Background: an optimization exercise with open tools, aiming at small area, a short achievable clock period and few clock cycles per item. Do not read the settings as production practice. The RTL was checked by simulation tests, not by an equivalence proof against the original design.

**config.mk**
```make
export PLATFORM = sky130hd
export DESIGN_NAME = mult_div_unit
export DESIGN_NICKNAME = mult_div_unit
export VERILOG_FILES = /design/flow/design.v
export SDC_FILE = /design/flow/constraint.sdc
export NUM_CORES = 4
export LEC_CHECK = 0
export CAP_MARGIN = 20
export CORE_MARGIN = 2
export CORE_UTILIZATION = 40
export SLEW_MARGIN = 20
```
**constraint.sdc**
```tcl
create_clock -name core_clock -period 13.0 [get_ports {clk}]
set_input_delay 2.6000 -clock core_clock [delete_from_list [all_inputs] [get_ports {clk}]]
set_output_delay 2.6000 -clock core_clock [all_outputs]
set_load 0.01 [all_outputs]
```
**design.v**
```verilog
package md_pkg;
  localparam logic [1:0] OP_DIV   = 2'b11;
  localparam logic [1:0] OP_DIVU  = 2'b10;
  localparam logic [1:0] OP_MULT  = 2'b01;
  localparam logic [1:0] OP_MULTU = 2'b00;
  localparam int DIV_ITERS   = 32;
  localparam int MUL_LAT_DEF = 5;
  typedef enum logic [1:0] {
    ST_IDLE = 2'd0,
    ST_MUL  = 2'd1,
    ST_DIV  = 2'd2,
    ST_FIX  = 2'd3
  } md_state_e;
endpackage
module div_iter (
  input  logic        clk,
  input  logic        rst_n,
  input  logic        load,
  input  logic        step,
  input  logic [31:0] dividend,
  input  logic [31:0] divisor,
  output logic [31:0] quotient,
  output logic [31:0] remainder,
  output logic [5:0]  count
);
  logic [31:0] quo_q, quo_d;
  logic [31:0] rem_q, rem_d;
  logic [31:0] dsr_q, dsr_d;
  logic [5:0]  cnt_q, cnt_d;
  logic [32:0] partial;
  logic [32:0] diff;
  always_comb begin
    quo_d   = quo_q;
    rem_d   = rem_q;
    dsr_d   = dsr_q;
    cnt_d   = cnt_q;
    partial = {rem_q, quo_q[31]};
    diff    = partial - {1'b0, dsr_q};
    if (load) begin
      quo_d = dividend;
      rem_d = 32'd0;
      dsr_d = divisor;
      cnt_d = 6'd0;
    end else if (step) begin
      cnt_d = cnt_q + 6'd1;
      if (!diff[32]) begin
        rem_d = diff[31:0];
        quo_d = {quo_q[30:0], 1'b1};
      end else begin
        rem_d = partial[31:0];
        quo_d = {quo_q[30:0], 1'b0};
      end
    end
  end
  always_ff @(posedge clk or negedge rst_n) begin
    if (!rst_n) begin
      quo_q <= 32'd0;
      rem_q <= 32'd0;
      dsr_q <= 32'd0;
      cnt_q <= 6'd0;
    end else begin
      quo_q <= quo_d;
      rem_q <= rem_d;
      dsr_q <= dsr_d;
      cnt_q <= cnt_d;
    end
  end
  assign quotient  = quo_q;
  assign remainder = rem_q;
  assign count     = cnt_q;
endmodule
module mult_div_unit #(
  parameter int MUL_LAT = md_pkg::MUL_LAT_DEF
) (
  input  logic        clk,
  input  logic        rst_n,
  input  logic        start,
  input  logic        hilo,
  input  logic        we,
  input  logic [1:0]  op,
  input  logic        madd,
  input  logic [31:0] src_a,
  input  logic [31:0] src_b,
  output logic        busy,
  output logic [31:0] hi,
  output logic [31:0] lo,
  output logic [31:0] rd_data
);
  localparam int CW = (MUL_LAT > 1) ? $clog2(MUL_LAT) : 1;
  md_pkg::md_state_e   state_q, state_d;
  logic [CW-1:0] cnt_q, cnt_d;
  logic [31:0] a_q, a_d, b_q, b_d;
  logic        sgn_q, sgn_d;
  logic        madd_q, madd_d;
  logic        quo_neg_q, quo_neg_d;
  logic        rem_neg_q, rem_neg_d;
  logic        div_zero_q, div_zero_d;
  logic [31:0] hi_q, hi_d, lo_q, lo_d;
  logic        div_load, div_step;
  logic [31:0] mag_a, mag_b, div_quo, div_rem;
  logic [5:0]  div_cnt;
  logic [63:0] ext_a, ext_b, prod;
  assign mag_a = (op[0] && src_a[31]) ? -src_a : src_a;
  assign mag_b = (op[0] && src_b[31]) ? -src_b : src_b;
  assign ext_a = sgn_q ? {{32{a_q[31]}}, a_q} : {32'd0, a_q};
  assign ext_b = sgn_q ? {{32{b_q[31]}}, b_q} : {32'd0, b_q};
  assign prod  = ext_a * ext_b;
  div_iter u_div_iter (
    .clk       (clk),
    .rst_n     (rst_n),
    .load      (div_load),
    .step      (div_step),
    .dividend  (mag_a),
    .divisor   (mag_b),
    .quotient  (div_quo),
    .remainder (div_rem),
    .count     (div_cnt)
  );
  always_comb begin
    state_d    = state_q;
    cnt_d      = cnt_q;
    a_d        = a_q;
    b_d        = b_q;
    sgn_d      = sgn_q;
    madd_d     = madd_q;
    quo_neg_d  = quo_neg_q;
    rem_neg_d  = rem_neg_q;
    div_zero_d = div_zero_q;
    hi_d       = hi_q;
    lo_d       = lo_q;
    div_load   = 1'b0;
    div_step   = 1'b0;
    case (state_q)
      md_pkg::ST_IDLE: begin
        if (start) begin
          a_d    = src_a;
          b_d    = src_b;
          sgn_d  = op[0];
          madd_d = madd && !op[1];
          if (op[1]) begin
            state_d    = md_pkg::ST_DIV;
            div_load   = 1'b1;
            quo_neg_d  = op[0] && (src_a[31] ^ src_b[31]);
            rem_neg_d  = op[0] && src_a[31];
            div_zero_d = (src_b == 32'd0);
          end else begin
            state_d = md_pkg::ST_MUL;
            cnt_d   = CW'(MUL_LAT - 1);
          end
        end else if (we) begin
          if (hilo) lo_d = src_a;
          else      hi_d = src_a;
        end
      end
      md_pkg::ST_MUL: begin
        if (cnt_q == '0) begin
          {hi_d, lo_d} = madd_q ? ({hi_q, lo_q} + prod) : prod;
          state_d      = md_pkg::ST_IDLE;
        end else begin
          cnt_d = cnt_q - CW'(1);
        end
      end
      md_pkg::ST_DIV: begin
        div_step = 1'b1;
        if (div_cnt == 6'(md_pkg::DIV_ITERS - 1)) state_d = md_pkg::ST_FIX;
      end
      md_pkg::ST_FIX: begin
        if (!div_zero_q) begin
          lo_d = quo_neg_q ? -div_quo : div_quo;
          hi_d = rem_neg_q ? -div_rem : div_rem;
        end
        state_d = md_pkg::ST_IDLE;
      end
      default: state_d = md_pkg::ST_IDLE;
    endcase
  end
  always_ff @(posedge clk or negedge rst_n) begin
    if (!rst_n) begin
      state_q    <= md_pkg::ST_IDLE;
      cnt_q      <= '0;
      a_q        <= 32'd0;
      b_q        <= 32'd0;
      sgn_q      <= 1'b0;
      madd_q     <= 1'b0;
      quo_neg_q  <= 1'b0;
      rem_neg_q  <= 1'b0;
      div_zero_q <= 1'b0;
      hi_q       <= 32'd0;
      lo_q       <= 32'd0;
    end else begin
      state_q    <= state_d;
      cnt_q      <= cnt_d;
      a_q        <= a_d;
      b_q        <= b_d;
      sgn_q      <= sgn_d;
      madd_q     <= madd_d;
      quo_neg_q  <= quo_neg_d;
      rem_neg_q  <= rem_neg_d;
      div_zero_q <= div_zero_d;
      hi_q       <= hi_d;
      lo_q       <= lo_d;
    end
  end
  assign busy    = (state_q != md_pkg::ST_IDLE);
  assign hi      = hi_q;
  assign lo      = lo_q;
  assign rd_data = hilo ? lo_q : hi_q;
endmodule
```
**run.sh**
```bash
#!/bin/bash
# synth_recipe.tcl (not shown) runs the flow's synth.tcl, then flattens the netlist and writes it again
# the make line also repeats each setting of config.mk as NAME=value (left out here)
make -C /OpenROAD-flow-scripts/flow DESIGN_CONFIG=/design/flow/config.mk WORK_HOME=/design/flow/orfs CLKGATE_MAP_FILE= SYNTH_SCRIPT=/design/flow/synth_recipe.tcl finish
```
==> summary.txt <==
sequential cells by signal, summed over array words and instances (netlist names):
signal            flops
cnt_q                 3
state_q               2
div_zero_q            1
u_div_iter.quo_q     32
lo_q                 32
sgn_q                 1
madd_q                1
u_div_iter.rem_q     32
b_q                  32
hi_q                 32
a_q                  32
rem_neg_q             1
quo_neg_q             1
u_div_iter.cnt_q      6
u_div_iter.dsr_q     32
worst max-delay path, delay by kind of cell (launching register included):
| kind | cells | cell delay, ps |
|---|---|---|
| muxes | 1 | 290 |
| and+or+nand+nor | 6 | 1010 |
| buffers and inverters | 7 | 690 |
| DFF | 1 | 730 |
| xor gates and xnor gates | 1 | 560 |
| adders and majority gates | 12 | 5390 |
| AOI/OAI and AO/OA | 12 | 3260 |
area by class of cell:
class | count | area (sq um)
Antenna cell | 2 | 5.00
Clock buffer | 39 | 836
Clock inverter | 17 | 181
Fill cell | 16400 | 94700
Inverter | 1622 | 6090
Multi-Input combinational cell | 5121 | 53600
Sequential cell | 240 | 6020
Tap cell | 2204 | 2760
Timing Repair Buffer | 295 | 2700
per-stage QoR:
stage                     utilization  std cells
after floorplan                     -       7344
after global placement          0.426       9482
after detailed placement        0.426       9482
after CTS                       0.432       9538
after global routing            0.432       9538
final                           0.432       9540
synth_stat cells, types with 38 or more instances:
cell,number
xnor2_1,208
nor3_1,42
a21oi_1,229
mux2i_1,47
fa_1,1435
and3_1,49
xor2_1,105
inv_1,1620
clkbuf_1,346
nor2_1,178
nand2_1,827
dfrtp_1,240
mux2_2,111
o21ai_0,260
o21a_1,38
a21o_1,88
and2_1,554
ha_1,402
metal layers:
layer | part of all wire | vias up | global-route usage
met5 | 0.00027 | - | 0
met3 | 0.050 | 392 | 0.0259
met1 | 0.41 | 26600 | 0.353
li1 | - | 22400 | -
met2 | 0.49 | 1515 | 0.457
met4 | 0.045 | 10 | 0.0946
how the worst max path moves through the flow:
stage	startpoint	endpoint	slack [ps]
final	b_q[4]	hi_q[24]	940
after global routing	a_q[21]	hi_q[28]	360
after CTS	a_q[10]	hi_q[28]	1040
after floorplan	sgn_q	hi_q[28]	2090
after detailed placement	a_q[10]	hi_q[28]	1070
after global placement	a_q[10]	hi_q[18]	1110
cells by family after synthesis:
kind of cell,Yosys count
AO/OA/AOI/OAI,956
XOR/XNOR,314
flip-flops,240
adder cells (fa/ha/maj),1837
AND/OR/NAND/NOR,1856
buffers and inverters,1983
multiplexers,158
==> summary.txt <==
Logic synthesis
  – Syn Inst Count: between 7,000 and 8,000
  – Top cell type's share of synthesized area: 0.429
  – Post-Syn Area per Cell: 9.12 sq um
  – Sequential share of the synthesized area: 0.0896
  – Post-synthesis cell type count: between 80 and 90
  – Syn nets: a little over 9,000
  – Adder-Cell Fraction of Synth Area: 0.504
  – Largest area contributor in the netlist: fa_1
  – Combinational family with the most area after synthesis: adder cells
  – Asr flop ratio synth: 1.00
  – Post-synth top flop: dfrtp_1
  – Synth Area in Compound Gates: 0.0920
  – Simple-gate share of the synthesized area: 0.136
  – Post-synthesis mux area share: 0.0257
  – Ys Warns: 2
  – Seq cells post-synth: 240
  – Synth area leaders: fa_1 43%, inv_1 9.1%, dfrtp_1 9.0%, ha_1 7.5%, and2_1 5.2%
  – EDFF count, synth: 0
  – Mapped Area: 67,000 sq um
  – Post-Synth XOR/XNOR Area: 0.0412

Timing
  – PnR worst setup slack: approximately 940 ps
  – RSZ-0062 raised after global routing: no
  – Slew Viols, Final: 0
  – Slew headroom: 0.247
  – Hold WS: 479 ps
  – Crit share post-route: 0.928
  – Final setup viols: 0
  – Worst Clk Skew: 12.4 ps
  – Max Clock Freq: 0.0829 GHz
  – Setup TNS: 0 ps
  – Post-layout min period: around 12,000 ps
  – Final Hold Vio Count: 0
  – Worst slew pin tran: 1130 ps

Drt
  – DR pass1 iterations: 6
  – Vias: 50,900
  – Final wirelength: 224,000 um
  – Routed vias/inst: 5.34
  – DR WL/cell: 23.4 um
  – Final ANT Viol Nets: 0
  – DRT iter0 DRCs: between 3,000 and 4,000
  – DR DRC count: 0

Worst setup path
  – Worst path max stage delay: 780 ps
  – Worst Path Max Fanout: 17
  – CP dominant cell by count: fa_1
  – Setup CP Type: reg2reg
  – Critical Path Slowest Stage Cell: a2111oi_0
  – Crit path DAT: approximately 13,000 ps
  – Worst reg2reg endpoint: hi_q[24]
  – WP data required: between 10,000 and 15,000 ps
  – Register-to-Register Path Depth: 39
  – Startpoint types: register
  – Crit end category: register
  – R2R Path Start: b_q[4]
  – Reg2Reg Setup Slack: 940 ps

Final layout
  – Commonest cells after routing, fill and taps aside: 1,620 x inv_1, 1,435 x fa_1, 826 x nand2_1
  – Layout Nets: 9,219
  – Share of cells above drive strength 1: 0.0485
  – Commonest non-fill, non-tap cell in the layout: inv_1
  – Area Overhead vs Synth: 7.71%
  – Final instance area: 72,200 sq um

Floorplan
  – Core Region: 167,000 sq um
  – # IOs: 169
  – Die X: 413 um
  – Starting Density: 0.402
  – Full die area: 171,000 sq um
  – Row Count: 150
  – Die Height: 413 um

Global routing
  – GRT Total Usage: 0.268
  – Global-route wire length before repair: 343,000 um
  – Initial antenna violation count: 18
  – Vias in the first global route: ~55,000
  – Pin count of the biggest net entering global routing: 112
  – Remaining Overflow, GRT: 0

Clock tree
  – Clk pin slew, worst setup/hold paths: ~70 ps
  – Bufs on Longest Clock Path: 3
  – Hold buffer count at cts: 0
  – Clk sinks: 240
  – Post-CTS Resized: 0
  – CTS tree: built
  – H-tree depth: 1
  – Number of setup buffers added after CTS: 0
  – Clk latency of the worst-skew pair: 600 ps
  – CTS Buf Count: 30
  – CTS root buf: clkbuf_16

Placed design
  – Detailed placer's ending HPWL: about 190,000 um
  – GPL Wtd Cong: slightly below 1
  – I/O Buffers: 168
  – Worst slack at placement: 1070 ps
  – Placement Cell Area: a little over 70,000 sq um

Run
  – Max cap viols: 0

Worst hold path
  – Hold endpoint: u_div_iter.dsr_q[20]
  – HP Class: reg2reg
  – Hold Path Depth: 2
  – Worst Hold Launch: u_div_iter.dsr_q[20]

Run status
  – Status: finished clean
Testbench counts, summed over its fixed seeds: cycles 23,132, ops 1,920.

-- afterwards: timing with drivers on the ports --
In the flow no input, the clock included, has a driving cell. The finished layout below was timed again as built, in two steps.
Step 1 assumes that a clkbuf_16 drives the clock port and a buf_2 every other input.
Step 2 times the ports against the registers' clock, not the clock port: input delays grow and output delays shrink by t, the midpoint of the rising clock arrivals with the driver on.
a / b / c = no drivers / after step 1 / after step 2; a / b = the first two.
shift t [ns]: 0.645
setup slack, ns: 0.937 / 0.937 / 0.937
clock arrival spread, ns: 0.016 / 0.016
worst register clock-pin slew, ns: 0.07 / 0.07
cell pins on the clock port's net: 1
After both steps setup and hold are still met in this run. The setup slack of this run moves by 0.000 ns with the drivers and by 0.000 ns with both steps.
